This design comes from an exercise in tuning for small area, a short achievable clock period and few clock cycles per item on the open sky130 flow, not from production work. The RTL was checked by simulation tests, not by an equivalence proof against the original design. Power is estimated from default activity; no workload was simulated.

Design sorter_top, start of the top module:
module sorter_top (
    input  logic                                        clk_i,
    input  logic                                        rst_i,
    input  logic                                        src_vld_i,
    input  logic [16-1:0]                   src_data_i,
    output logic                                        reorder_vld_o,
    output logic [8*16-1:0] reorder_ranks_o
);
    localparam int DW   = 16;
    localparam int TW   = 4;
    localparam int WIN  = 15;
    localparam int OUTR = 8;
    logic [DW-1:0]      val_q [WIN];
    logic [TW-1:0]      tag_q [WIN];
    logic [TW-1:0]      ptr_q;
    logic               vld_q;
    logic [WIN-1:0]     lt;           
    logic [WIN-1:0]     is_old;       
    logic [WIN-1:0]     past_old;     
    logic [WIN-1:0]     s_up, s_hold, s_new, s_dn;
    logic               load;
    function automatic logic less_than(input logic [DW-1:0] a, input logic [DW-1:0] b);
        logic [DW-1:0] l;
        logic [DW-1:0] ng;
        for (int i = 0; i < DW; i++) begin
            l[i]  = ~a[i] & b[i];
            ng[i] = ~a[i] | b[i];
        end
        for (int s = 1; s < DW; s = s * 2) begin
            for (int i = 0; i + s < DW; i = i + 2 * s) begin
                l[i]  = l[i + s] | (ng[i + s] & l[i]);
                ng[i] = l[i + s] | (ng[i + s] & ng[i]);
            end
        end
        less_than = l[0];
    endfunction
    always_comb begin
        for (int i = 0; i < WIN; i++) begin
            lt[i]     = less_than(src_data_i, val_q[i]);
            is_old[i] = (tag_q[i] == ptr_q);
            past_old[i] = is_old[i] | ((i > 0) ? past_old[(i > 0) ? i-1 : 0] : 1'b0);
        end
    end
    assign load = src_vld_i & ~rst_i;
    always_comb begin
        for (int j = 0; j < WIN; j++) begin
            s_up[j]   = load & (j > 0) & ~past_old[(j > 0) ? j-1 : 0] & lt[(j > 0) ? j-1 : 0];
            s_dn[j]   = load & (j < WIN-1) & past_old[j] & ~lt[(j < WIN-1) ? j+1 : 0];
            if (j == 0) begin
                s_new[j] = load & (past_old[0] ? lt[1] : lt[0]);
  ...
Size in the first run: about 2000 cells after synthesis, about 310 flip-flops, ~150 I/O pins, about 0.017 mm^2 of cells after synthesis.
export LEC_CHECK = 0
export ABC_AREA = 1
export CAP_MARGIN = 20
export CORE_MARGIN = 2
export CORE_UTILIZATION = 50
export PLACE_DENSITY = 0.6
export SETUP_SLACK_MARGIN = 3.0
export SLEW_MARGIN = 20
export TNS_END_PERCENT = 0
create_clock -name core_clock -period 6.0 [get_ports {clk_i}]
standard.sh (not shown) runs the stock make flow with config.mk's settings and CLKGATE_MAP_FILE= SYNTH_SCRIPT=/design/flow/synth_recipe.tcl, a recipe that flattens the netlist after the stock synthesis.
==> flow/flow/run.sh <==
#!/bin/bash
# Standard ORFS layout with these changes:
# - Yosys's ABC maps the logic with flow/abc.script (Yosys's own default
#   mapping: &dch, &nf) instead of ORFS's scripts; registers are untouched,
#   ABC only maps the combinational logic;
# - ports are buffered with plain buffers instead of the delay cell that
#   buffer_ports picks by default;
# - the resizer may swap cells across footprints (MATCH_CELL_FOOTPRINT=0);
# - before repair_design, the input port buffers are upsized, since each data
#   input fans out to every comparator.
set -e
here=$(pwd)
rm -rf "$here/orfs_scripts"
cp -r "$FLOW_HOME/scripts" "$here/orfs_scripts"
cp "$here/flow/abc.script" "$here/orfs_scripts/abc_speed.script"
cp "$here/flow/abc.script" "$here/orfs_scripts/abc_area.script"
export SCRIPTS_DIR="$here/orfs_scripts"
export BUFFER_PORTS_ARGS="-buffer_cell sky130_fd_sc_hd__buf_1"
export PRE_RESIZE_TCL="$here/flow/upsize_inputs.tcl"
bash standard.sh MATCH_CELL_FOOTPRINT=0 finish > standard_run.log 2>&1
==> flow/flow/abc.script <==
strash
&get -n
&fraig -x
&put
scorr
dc2
strash
&get -n
&dch -f
&nf
&put
buffer -p
upsize
dnsize
stime -p
==> flow/flow/upsize_inputs.tcl <==
# Input port buffers drive wide fanout (each data bit feeds every comparator);
# give them a strong cell before repair_design builds buffer trees.
foreach inst [get_cells input*] {
  replace_cell $inst sky130_fd_sc_hd__buf_16
}
Testbench counts at the start, summed over its fixed seeds: cycles 6,400, items 3,200.
Edit:
==> flow/flow/run.sh (replaced) <==
#!/bin/bash
# Standard ORFS layout; ports are buffered with plain buffers instead of the
# delay cell buffer_ports picks by default.
set -e
cp standard.sh standard_sh_copy.log
export BUFFER_PORTS_ARGS="-buffer_cell sky130_fd_sc_hd__buf_1"
bash standard.sh > standard_run.log 2>&1
removed: flow/flow/abc.script
removed: flow/flow/upsize_inputs.tcl
What happened:
- utilization went down by 3.5 points
- sequential share of layout area falls by 3.1 points
- synthesized area increases by 19%
- final cell count came out higher by 52%
Edit:
==> flow/run.sh (new file) <==
#!/bin/bash
# synth_recipe.tcl (not shown) runs the flow's synth.tcl, then flattens the netlist and writes it again
# the make line also repeats each setting of config.mk as NAME=value (left out here)
make -C /OpenROAD-flow-scripts/flow DESIGN_CONFIG=/design/flow/config.mk WORK_HOME=/design/flow/orfs CLKGATE_MAP_FILE= SYNTH_SCRIPT=/design/flow/synth_recipe.tcl finish
ABC_AREA = default   (was 1)
SETUP_SLACK_MARGIN = 3.5   (was 3.0)
removed: flow/flow/run.sh
removed: flow/standard.sh
Via count fell by about a fifth.
Combinational power fell by a quarter to a third.
Routed wire length fell by a few percent.
Critical path depth fell by 4.
Non-clock buffer count rose by 14.
Edit:
==> flow/flow/run.sh (new file) <==
#!/bin/bash
# Standard ORFS layout with these changes:
# - ports are buffered with plain buffers instead of the delay cell that
#   buffer_ports picks by default;
# - the resizer may swap cells across footprints (MATCH_CELL_FOOTPRINT=0);
# - before repair_design, the input port buffers are upsized, since each data
#   input fans out to every comparator.
set -e
here=$(pwd)
export BUFFER_PORTS_ARGS="-buffer_cell sky130_fd_sc_hd__buf_1"
export PRE_RESIZE_TCL="$here/flow/upsize_inputs.tcl"
bash standard.sh MATCH_CELL_FOOTPRINT=0 finish > standard_run.log 2>&1
==> flow/flow/upsize_inputs.tcl (new file) <==
# Input port buffers drive wide fanout (each data bit feeds every comparator);
# give them a strong cell before repair_design builds buffer trees.
foreach inst [get_cells input*] {
  replace_cell $inst sky130_fd_sc_hd__buf_16
}
==> flow/standard.sh (new file) <==
#!/bin/bash
# synth_recipe.tcl (not shown) runs the flow's synth.tcl, then flattens the netlist and writes it again
# the make line also repeats each setting of config.mk as NAME=value (left out here)
make -C /OpenROAD-flow-scripts/flow DESIGN_CONFIG=/design/flow/config.mk WORK_HOME=/design/flow/orfs CLKGATE_MAP_FILE= SYNTH_SCRIPT=/design/flow/synth_recipe.tcl "${@:-finish}"
ABC_AREA = 1   (was default)
SETUP_SLACK_MARGIN = 3.0   (was 3.5)
TNS_END_PERCENT = 3   (was 0)
removed: flow/run.sh
The new run completed without violations. Routed wire length came out higher by about 3%. Flip-flop and latch count does not change. Fmax increases by about 15%. Synthesized area rose by 9.1%. Sequential power goes up by about 12%. Via count goes up by 23%. Worst hold slack gets better by 0.0068 ns. Final area increases by 2.8%. Global-route usage shrinks by 4.8 points. Utilization went down by 3.6 points.
Edit:
--- a/flow/flow/run.sh
+++ b/flow/flow/run.sh
@@ -2 +2 @@
-# Standard ORFS layout with these changes:
+# Standard ORFS layout with two changes:
@@ -5 +4,0 @@
-# - the resizer may swap cells across footprints (MATCH_CELL_FOOTPRINT=0);
@@ -12 +11 @@
-bash standard.sh MATCH_CELL_FOOTPRINT=0 finish > standard_run.log 2>&1
+bash standard.sh > standard_run.log 2>&1
TNS_END_PERCENT = 0   (was 3)
After rerunning:
- The changed run completed with no timing, DRC or antenna violations
- non-clock buffer count came out lower by 25
- clock power drops by roughly a tenth
- maximum frequency is lower slightly
- first-iteration DRC count climbs by roughly a tenth
- worst setup slack got worse by 0.052 ns
- area after synthesis is unchanged
Edit:
SETUP_SLACK_MARGIN = 3.6   (was 3.0)
What happened: Clock skew grows by 0.020 ns. Routed wire length rises by 13%. Clock power decreases by about 2%. Non-clock buffer count climbs by 119. Combinational power rose by 26%. Synthesized area is unchanged. Fmax goes up by 5.4%. Synthesized cell count does not change.

* * *

Setup of ember:
Another version of the RTL of sorter_top (not shown whole).
Size: ~3100 cells after synthesis, ~310 flip-flops.
Settings: LEC_CHECK=0, ABC_AREA=1, CAP_MARGIN=20, CORE_MARGIN=2, CORE_UTILIZATION=50, CTS_CLUSTER_DIAMETER=100, CTS_CLUSTER_SIZE=20, PLACE_DENSITY=0.6, SETUP_SLACK_MARGIN=3.0, SLEW_MARGIN=20, TNS_END_PERCENT=0; clock period 6.0 ns.
==> flow/flow/run.sh <==
#!/bin/bash
# Standard ORFS layout with these changes:
# - ports are buffered with plain buffers instead of the delay cell that
#   buffer_ports picks by default;
# - the resizer may swap cells across footprints (MATCH_CELL_FOOTPRINT=0);
# - before repair_design, the input port buffers are upsized, since each data
#   input fans out to every comparator.
set -e
here=$(pwd)
export BUFFER_PORTS_ARGS="-buffer_cell sky130_fd_sc_hd__buf_1"
export PRE_RESIZE_TCL="$here/flow/upsize_inputs.tcl"
bash standard.sh MATCH_CELL_FOOTPRINT=0 finish > standard_run.log 2>&1
==> flow/flow/upsize_inputs.tcl <==
# Input port buffers drive wide fanout (each data bit feeds every comparator);
# give them a strong cell before repair_design builds buffer trees.
foreach inst [get_cells input*] {
  replace_cell $inst sky130_fd_sc_hd__buf_4
}
Testbench counts of ember, summed over its fixed seeds: cycles 6,400, items 3,200.
Inputs modified between ember and xenon:
diff --git a/flow/flow/run.sh b/flow/flow/run.sh
--- a/flow/flow/run.sh
+++ b/flow/flow/run.sh
@@ -1,4 +1,7 @@
 #!/bin/bash
 # Standard ORFS layout with these changes:
+# - Yosys's ABC maps the logic with flow/abc.script (Yosys's own default
+#   mapping: &dch, &nf) instead of ORFS's scripts; registers are untouched,
+#   ABC only maps the combinational logic;
 # - ports are buffered with plain buffers instead of the delay cell that
 #   buffer_ports picks by default;
@@ -8,4 +11,9 @@
 set -e
 here=$(pwd)
+rm -rf "$here/orfs_scripts"
+cp -r "$FLOW_HOME/scripts" "$here/orfs_scripts"
+cp "$here/flow/abc.script" "$here/orfs_scripts/abc_speed.script"
+cp "$here/flow/abc.script" "$here/orfs_scripts/abc_area.script"
+export SCRIPTS_DIR="$here/orfs_scripts"
 export BUFFER_PORTS_ARGS="-buffer_cell sky130_fd_sc_hd__buf_1"
 export PRE_RESIZE_TCL="$here/flow/upsize_inputs.tcl"
==> flow/flow/abc.script (new file) <==
strash
&get -n
&fraig -x
&put
scorr
dc2
strash
&get -n
&dch -f
&nf
&put
buffer -p
upsize
dnsize
stime -p
==> flow/flow/upsize_inputs.tcl <==
# Input port buffers drive wide fanout (each data bit feeds every comparator);
# give them a strong cell before repair_design builds buffer trees.
foreach inst [get_cells input*] {
  replace_cell $inst sky130_fd_sc_hd__buf_16
}
==> results.txt <==
In xenon the sequential element share of the synthesized area turned out 5.1 points higher than in ember. xenon vs ember: power down by a few percent. ember has a lower ratio of cells with drive above 1 in the final layout than xenon.
Input-level comparison between onyx and xenon:
==> flow/flow/run.sh <==
#!/bin/bash
# Standard ORFS layout with these changes:
# - ports are buffered with plain buffers instead of the delay cell that
#   buffer_ports picks by default;
# - the resizer may swap cells across footprints (MATCH_CELL_FOOTPRINT=0);
# - before repair_design, the input port buffers are upsized, since each data
#   input fans out to every comparator.
set -e
here=$(pwd)
export BUFFER_PORTS_ARGS="-buffer_cell sky130_fd_sc_hd__buf_1"
export PRE_RESIZE_TCL="$here/flow/upsize_inputs.tcl"
bash standard.sh MATCH_CELL_FOOTPRINT=0 finish > standard_run.log 2>&1
removed: flow/flow/abc.script
Results
- onyx | stages: all done | timing, DRC, antenna: all pass
- Number of top-level pins delta (onyx -> xenon): insignificant
- Compared to xenon, the routing of onyx uses more wire.
- xenon → onyx: power density over the cells fell about 7%, total net switching power climbed 190 µW.
- When onyx is measured against xenon, its post-cts gate resize count turns out 23 lower.
- Taking xenon as the reference point, the number of DRC markers in iteration 0 of onyx falls by about 16%.
- xenon → onyx: count of distinct cell types in the synthesized netlist fell by 24; final area rose by 13%.
- In the flow results for onyx and xenon, the utilization is smaller on onyx.
- Against xenon, onyx comes in 4756 higher on routed via count.
- Relative to xenon, first-pass GRT wire length has increased by 17% in onyx.
#### Input delta (quartz over onyx)
diff --git a/flow/config.mk b/flow/config.mk
--- a/flow/config.mk
+++ b/flow/config.mk
@@ -9,8 +9,8 @@
 export CAP_MARGIN = 20
 export CORE_MARGIN = 2
-export CORE_UTILIZATION = 50
+export CORE_UTILIZATION = 60
 export CTS_CLUSTER_DIAMETER = 100
 export CTS_CLUSTER_SIZE = 20
-export PLACE_DENSITY = 0.6
+export PLACE_DENSITY = 0.7
 export SETUP_SLACK_MARGIN = 3.0
 export SLEW_MARGIN = 20
Findings:
- As far as area of the mapped netlist goes, onyx and quartz are indistinguishable; the numbers are identical.
- Higher final area among onyx and quartz: onyx
- Met3 track utilization from global routing: quartz vs onyx up 1.1 points
- The total of fill cells in the finished design number comes out higher for onyx vs quartz.
- Compared with onyx, quartz shows a power share of the combinational group that is 0.2 points lower.
- quartz vs onyx: area of the multi-input gates down slightly
- Cell-internal power delta (onyx -> quartz): insignificant
- Relative to onyx, worst slew slack as a fraction of its limit has increased by 4.6 points in quartz.
- Peak supply drop of quartz exceeds that of onyx by more than 10%.
[inputs] harbor vs quartz
==> flow/flow/upsize_inputs.tcl <==
# Input port buffers drive wide fanout (each data bit feeds every comparator);
# give them a strong cell before repair_design builds buffer trees.
foreach inst [get_cells input*] {
  replace_cell $inst sky130_fd_sc_hd__buf_8
}
diff --git a/flow/config.mk b/flow/config.mk
--- a/flow/config.mk
+++ b/flow/config.mk
@@ -9,8 +9,8 @@
 export CAP_MARGIN = 20
 export CORE_MARGIN = 2
-export CORE_UTILIZATION = 60
+export CORE_UTILIZATION = 50
 export CTS_CLUSTER_DIAMETER = 100
 export CTS_CLUSTER_SIZE = 20
-export PLACE_DENSITY = 0.7
+export PLACE_DENSITY = 0.6
 export SETUP_SLACK_MARGIN = 3.0
 export SLEW_MARGIN = 20
Findings:
Re global-route wire length before repair: harbor and quartz aren't equal, and the higher value belongs to harbor.
Fraction of met2 tracks used by global routing: harbor lower than quartz
harbor vs. quartz: worst clock skew fell by 0.013 ns, via count fell by 207, core utilization fell by 9.9 points, starting utilization of the core area fell by 10 points.
Between harbor and quartz, final critical-path required period is higher for quartz, harbor comes in under that.

* * *

## job 7999
The RTL this note starts from:
==> flow/design.v <==
module sorter_top (
    input  logic                                        clk_i,
    input  logic                                        rst_i,
    input  logic                                        src_vld_i,
    input  logic [16-1:0]                   src_data_i,
    output logic                                        reorder_vld_o,
    output logic [8*16-1:0] reorder_ranks_o
);
    localparam int DW   = 16;
    localparam int TW   = 4;
    localparam int WIN  = 15;
    localparam int OUTR = 8;
    logic [DW-1:0]      val_q [WIN];
    logic [TW-1:0]      tag_q [WIN];
    logic [TW-1:0]      ptr_q;
    logic               vld_q;
    logic [WIN-1:0]     lt;           
    logic [WIN-1:0]     is_old;       
    logic [WIN-1:0]     past_old;     
    logic [WIN-1:0]     s_up, s_hold, s_new, s_dn;
    logic               load;
    function automatic logic less_than(input logic [DW-1:0] a, input logic [DW-1:0] b);
        logic [DW-1:0] l;
        logic [DW-1:0] ng;
        for (int i = 0; i < DW; i++) begin
            l[i]  = ~a[i] & b[i];
            ng[i] = ~a[i] | b[i];
        end
        for (int s = 1; s < DW; s = s * 2) begin
            for (int i = 0; i + s < DW; i = i + 2 * s) begin
                l[i]  = l[i + s] | (ng[i + s] & l[i]);
                ng[i] = l[i + s] | (ng[i + s] & ng[i]);
            end
        end
        less_than = l[0];
    endfunction
    always_comb begin
        for (int i = 0; i < WIN; i++) begin
            lt[i]     = less_than(src_data_i, val_q[i]);
            is_old[i] = (tag_q[i] == ptr_q);
            past_old[i] = is_old[i] | ((i > 0) ? past_old[(i > 0) ? i-1 : 0] : 1'b0);
        end
    end
    assign load = src_vld_i & ~rst_i;
    always_comb begin
        for (int j = 0; j < WIN; j++) begin
            s_up[j]   = load & (j > 0) & ~past_old[(j > 0) ? j-1 : 0] & lt[(j > 0) ? j-1 : 0];
            s_dn[j]   = load & (j < WIN-1) & past_old[j] & ~lt[(j < WIN-1) ? j+1 : 0];
            if (j == 0) begin
                s_new[j] = load & (past_old[0] ? lt[1] : lt[0]);
            end else if (j == WIN-1) begin
                s_new[j] = load & ~lt[j-1 + (past_old[j-1] ? 1 : 0)];
            end else begin
                s_new[j] = load & (past_old[j] ? lt[j+1] : lt[j])
                                & ~(past_old[j-1] ? lt[j] : lt[j-1]);
            end
            s_hold[j] = ~rst_i & (~load
                                | (~past_old[j] & ~lt[j])
                                | ((j > 0) & past_old[(j > 0) ? j-1 : 0] & lt[j]));
        end
    end
    always_ff @(posedge clk_i) begin
        for (int j = 0; j < WIN; j++) begin
            val_q[j] <= ({DW{s_up[j]}}   & val_q[(j > 0) ? j-1 : 0])
                      | ({DW{s_hold[j]}} & val_q[j])
                      | ({DW{s_new[j]}}  & src_data_i)
                      | ({DW{s_dn[j]}}   & val_q[(j < WIN-1) ? j+1 : 0]);
            tag_q[j] <= ({TW{s_up[j]}}   & tag_q[(j > 0) ? j-1 : 0])
                      | ({TW{s_hold[j]}} & tag_q[j])
                      | ({TW{s_new[j]}}  & ptr_q)
                      | ({TW{s_dn[j]}}   & tag_q[(j < WIN-1) ? j+1 : 0])
                      | ({TW{rst_i}}     & TW'(j));
        end
        if (rst_i) begin
            ptr_q <= '0;
            vld_q <= 1'b0;
        end else begin
            vld_q <= src_vld_i;
            if (src_vld_i) begin
                ptr_q <= (ptr_q == TW'(WIN - 1)) ? '0 : ptr_q + 1'b1;
            end
        end
    end
    assign reorder_vld_o = vld_q;
    always_comb begin
        for (int r = 0; r < OUTR; r++) begin
            reorder_ranks_o[r*DW +: DW] = val_q[r];
        end
    end
endmodule
clock: 6.0 ns
lec_check: 0
abc_area: 1
cap_margin: 20
core_margin: 2
core_utilization: 50
place_density: 0.6
setup_slack_margin: 3.0
slew_margin: 20
tns_end_percent: 0
==> flow/flow/run.sh <==
#!/bin/bash
# Standard ORFS layout with two changes:
# - ports are buffered with plain buffers instead of the delay cell that
#   buffer_ports picks by default;
# - the resizer may swap cells across footprints (MATCH_CELL_FOOTPRINT=0);
# - before repair_design, the input port buffers are upsized, since each data
#   input fans out to every comparator.
set -e
here=$(pwd)
export BUFFER_PORTS_ARGS="-buffer_cell sky130_fd_sc_hd__buf_1"
export PRE_RESIZE_TCL="$here/flow/upsize_inputs.tcl"
bash standard.sh MATCH_CELL_FOOTPRINT=0 finish > standard_run.log 2>&1
==> flow/flow/upsize_inputs.tcl <==
# Input port buffers drive wide fanout (each data bit feeds every comparator);
# give them a strong cell before repair_design builds buffer trees.
foreach inst [get_cells input*] {
  replace_cell $inst sky130_fd_sc_hd__buf_16
}
Having completed the whole flow, job 7999 delivered a layout that passed the timing, design-rule and antenna checks.
Testbench counts of job 7999, summed over its fixed seeds: cycles 6,400, items 3,200.
Modified inputs, job 1823 compared to job 7999
- CTS_CLUSTER_SIZE newly set to 20
- CTS_BUF_LIST newly set to sky130_fd_sc_hd__clkbuf_8
--- a/flow/flow/run.sh
+++ b/flow/flow/run.sh
@@ -5 +4,0 @@
-# - the resizer may swap cells across footprints (MATCH_CELL_FOOTPRINT=0);
@@ -12 +11 @@
-bash standard.sh MATCH_CELL_FOOTPRINT=0 finish > standard_run.log 2>&1
+bash standard.sh > standard_run.log 2>&1
Notes after the runs:
- From job 7999 to job 1823 the numbers moved as follows: number of pins with negative max-slew slack in the final report flat; met1 track utilization from global routing flat; clock network power consumption down 16%; worst hold slack down 5.9 ps.
- Synthesis-to-layout area growth delta for job 1823 relative to job 7999: 1.9 points lower
- Between job 1823 and job 7999, it is job 1823 whose setup slack of the worst register-to-register path is lower, by 30 ps.
- Diff job 7999..job 1823 | worst-case clock skew | negligible
- Job 1823: final standard cell utilization of the core is 0.98 points lower than what job 7999 reported.
- On job 1823: maximum fanout encountered on the critical timing path is 3 lower than what job 7999 gave.
- The run showing the smaller HPWL after detailed placement is job 7999.
- On total detailed-routing wirelength, job 7999 and job 1823 are neck and neck.
## Diff of input files: job 7657 against job 1823
- TNS_END_PERCENT no longer set, was 0
- SETUP_SLACK_MARGIN now 2.0, was 3.0
- CTS_CLUSTER_SIZE no longer set, was 20
- ABC_AREA no longer set, was 1
- CTS_BUF_LIST no longer set, was sky130_fd_sc_hd__clkbuf_8
==> flow/run.sh (new file) <==
#!/bin/bash
# synth_recipe.tcl (not shown) runs the flow's synth.tcl, then flattens the netlist and writes it again
# the make line also repeats each setting of config.mk as NAME=value (left out here)
make -C /OpenROAD-flow-scripts/flow DESIGN_CONFIG=/design/flow/config.mk WORK_HOME=/design/flow/orfs CLKGATE_MAP_FILE= SYNTH_SCRIPT=/design/flow/synth_recipe.tcl finish
removed: flow/flow/run.sh
removed: flow/flow/upsize_inputs.tcl
removed: flow/standard.sh
Findings:
Job 1823 reports its main combinational cell family by area after synthesis as simple AND/OR/NAND/NOR gates while job 7657 reports compound AO/OA/AOI/OAI gates.
Looking at leakage power of the design, job 7657 sits below job 1823.
Job 7657 ends up with lower overall die height than job 1823 does.
Job 7657: data arrival time of the worst path is 880 ps higher than what job 1823 reported.
Hold slack ends up lower on job 7657.
## Diff of input files: job 4541 against job 7657
- CAP_MARGIN now 0, was 20
- ABC_AREA now 1, previously not set
- SETUP_SLACK_MARGIN now 3.0, was 2.0
- TNS_END_PERCENT now 0, previously not set
- SLEW_MARGIN now 0, was 20
==> flow/flow/run.sh (new file) <==
#!/bin/bash
# Standard ORFS layout with two changes:
# - ports are buffered with plain buffers instead of the delay cell that
#   buffer_ports picks by default;
# - before repair_design, the input port buffers are upsized, since each data
#   input fans out to every comparator.
set -e
here=$(pwd)
export BUFFER_PORTS_ARGS="-buffer_cell sky130_fd_sc_hd__buf_1"
export PRE_RESIZE_TCL="$here/flow/upsize_inputs.tcl"
bash standard.sh > standard_run.log 2>&1
==> flow/flow/upsize_inputs.tcl (new file) <==
# Input port buffers drive wide fanout (each data bit feeds every comparator);
# give them a strong cell before repair_design builds buffer trees.
foreach inst [get_cells input*] {
  replace_cell $inst sky130_fd_sc_hd__buf_16
}
==> flow/standard.sh (new file) <==
#!/bin/bash
# synth_recipe.tcl (not shown) runs the flow's synth.tcl, then flattens the netlist and writes it again
# the make line also repeats each setting of config.mk as NAME=value (left out here)
make -C /OpenROAD-flow-scripts/flow DESIGN_CONFIG=/design/flow/config.mk WORK_HOME=/design/flow/orfs CLKGATE_MAP_FILE= SYNTH_SCRIPT=/design/flow/synth_recipe.tcl "${@:-finish}"
removed: flow/run.sh
Findings:
Changes observed in job 4541 relative to job 7657: clock share of power shrank by 5.2 points, internal power of the cells increased by 8.2% relative to the old numbers, ratio of routed vias to standard cells went down, CTS clock-pin slew for the worst setup and hold paths saw little to no change.
Taking job 7657 as the reference, in job 4541 clock buffer instance count of the final layout went up by 6.9%, number of I/O pins was more or less identical, final period utilization went down by 16 points.
Global-route wire length before repair (job 4541 over job 7657): increase, 9.3%
Diff job 7657 -> job 4541: area after synthesis increased by about 9% relative to the old numbers; max-cap check violation count comparable; final worst-path setup slack moved up.
Setup changes, job 4541 to job 4835
- SLEW_MARGIN changed from 0 to 20
- ABC_AREA removed (was 1)
- CAP_MARGIN changed from 0 to 20
--- a/flow/flow/run.sh
+++ b/flow/flow/run.sh
@@ -5,2 +5,2 @@
-# - before repair_design, the input port buffers are upsized, since each data
-#   input fans out to every comparator.
+# - Yosys's ABC maps the logic for delay (map -D) instead of ORFS's speed script.
+# Registers are untouched: ABC only maps the combinational logic.
@@ -8,0 +9,4 @@
+rm -rf "$here/orfs_scripts"
+cp -r "$FLOW_HOME/scripts" "$here/orfs_scripts"
+cp "$here/flow/abc_speed.script" "$here/orfs_scripts/abc_speed.script"
+export SCRIPTS_DIR="$here/orfs_scripts"
@@ -10 +13,0 @@
-export PRE_RESIZE_TCL="$here/flow/upsize_inputs.tcl"
==> flow/flow/abc_speed.script (new file) <==
strash
dch
map -D 1200
buffer -p
upsize -D 1200
dnsize -D 1200
stime -p
removed: flow/flow/upsize_inputs.tcl
==> results.txt <==
Job 4835 reached the final stage; the timing, design-rule and antenna checks on its layout passed.
Run comparison: job 4835 heaviest power group combinational cells; job 4541 heaviest power group registers
Diff job 4541 and job 4835: part of the cycle the worst path needs lower in job 4541
src_data_i[11] as the origin of the worst setup path was reported by job 4835, and src_data_i[4] by job 4541.
Re worst-case headroom to the max-slew limit: job 4835 is 20 points up on job 4541.
Data arrival time of the critical path, job 4541 and job 4835: smaller value in job 4541
Job 4541 ended up with val_q[9][13] as its critical path capture point; job 4835 ended up with val_q[7][14].
Inputs modified between job 4835 and job 5437:
- TNS_END_PERCENT removed (was 0)
- SETUP_SLACK_MARGIN changed from 3.0 to 2.8
==> flow/run.sh (new file) <==
#!/bin/bash
# synth_recipe.tcl (not shown) runs the flow's synth.tcl, then flattens the netlist and writes it again
# the make line also repeats each setting of config.mk as NAME=value (left out here)
make -C /OpenROAD-flow-scripts/flow DESIGN_CONFIG=/design/flow/config.mk WORK_HOME=/design/flow/orfs CLKGATE_MAP_FILE= SYNTH_SCRIPT=/design/flow/synth_recipe.tcl finish
removed: flow/flow/run.sh
removed: flow/flow/abc_speed.script
removed: flow/standard.sh
Taking job 4835 as the reference, in job 5437 core outline area shrank by about 5%; utilization grew by 3.9 points; number of clock buffers in the layout grew by about 5%; storage element area held steady; share of the clock period used by the worst path grew by 4.1 points.
Comparing job 5437 and job 4835, arrival time of data at the critical path endpoint is lower on job 4835.
Uppermost signal routing layer after detailed routing = met5: job 4835; uppermost signal routing layer after detailed routing = met4: job 5437
For job 4835, the most common library cell in the layout ignoring fill and taps was sky130_fd_sc_hd__nand3_1, unlike job 5437, where it was sky130_fd_sc_hd__dfxtp_1.
Summary of job 5437 over job 4835: number of signal-net buffers in the layout dropped 17, area after synthesis dropped about 5%, worst-margin pin slew climbed 260 ps, post-synthesis area per instance climbed about 30%.

-- re-timing with driven ports --
In the flow no input, the clock included, has a driving cell. The finished layouts below were timed again as built, in two steps. Step 1, drivers: a clkbuf_16 drives clk_i and a buf_2 each remaining input, both assumed. Step 2 adds t to the input delays and takes it off the output delays; t is the mean of the earliest and latest rising clock arrival at the registers after step 1. Input paths then give back, and output paths get back, about the clock's delay inside the block. a / b / c = ideal ports / drivers / drivers and shift; a / b = the first two.
run | t (ns) | setup WS [ns] | hold slack, ns | worst setup path after step 2 | worst data-port slew with drivers (ns)
the first run of note 1 | 0.603 | 2.504 / 2.474 / 1.871 | 0.520 / 0.520 / 0.520 | input to register | 0.13
the second run of note 1 | 0.623 | 2.922 / 2.956 / 2.333 | 0.471 / 0.471 / 0.471 | input to register | 0.06
the third run of note 1 | 0.611 | 2.556 / 2.570 / 1.959 | 0.464 / 0.464 / 0.464 | input to register | 0.07
the fourth run of note 1 | 0.629 | 2.994 / 2.961 / 2.332 | 0.471 / 0.471 / 0.471 | input to register | 0.10
the fifth run of note 1 | 0.621 | 2.943 / 2.914 / 2.293 | 0.473 / 0.473 / 0.473 | input to register | 0.10
the sixth run of note 1 | 0.635 | 3.098 / 3.075 / 2.441 | 0.470 / 0.470 / 0.470 | input to register | 0.21
ember | 0.587 | 3.003 / 3.039 / 2.452 | 0.462 / 0.462 / 0.462 | input to register | 0.07
xenon | 0.569 | 2.523 / 2.517 / 1.948 | 0.444 / 0.444 / 0.444 | input to register | 0.10
onyx | 0.591 | 2.939 / 2.904 / 2.314 | 0.457 / 0.457 / 0.457 | input to register | 0.13
quartz | 0.588 | 2.913 / 2.886 / 2.298 | 0.462 / 0.462 / 0.462 | input to register | 0.13
harbor | 0.581 | 3.036 / 3.034 / 2.453 | 0.457 / 0.457 / 0.457 | input to register | 0.09
job 7999 | 0.623 | 3.039 / 3.014 / 2.391 | 0.474 / 0.474 / 0.474 | input to register | 0.10
job 1823 | 0.712 | 3.023 / 2.991 / 2.279 | 0.468 / 0.468 / 0.468 | input to register | 0.10
job 7657 | 0.615 | 1.988 / 2.019 / 1.404 | 0.458 / 0.458 / 0.458 | input to register | 0.05
job 4541 | 0.623 | 2.949 / 2.922 / 2.299 | 0.469 / 0.469 / 0.469 | input to register | 0.10
job 4835 | 0.625 | 2.896 / 2.933 / 2.308 | 0.516 / 0.516 / 0.516 | input to register | 0.04
job 5437 | 0.617 | 2.650 / 2.642 / 2.025 | 0.464 / 0.464 / 0.464 | input to register | 0.16
After both steps setup and hold are still met in every run listed. For job 1823, which loses most, drivers alone change the setup slack by -0.032 ns; drivers and shift together by -0.744 ns.
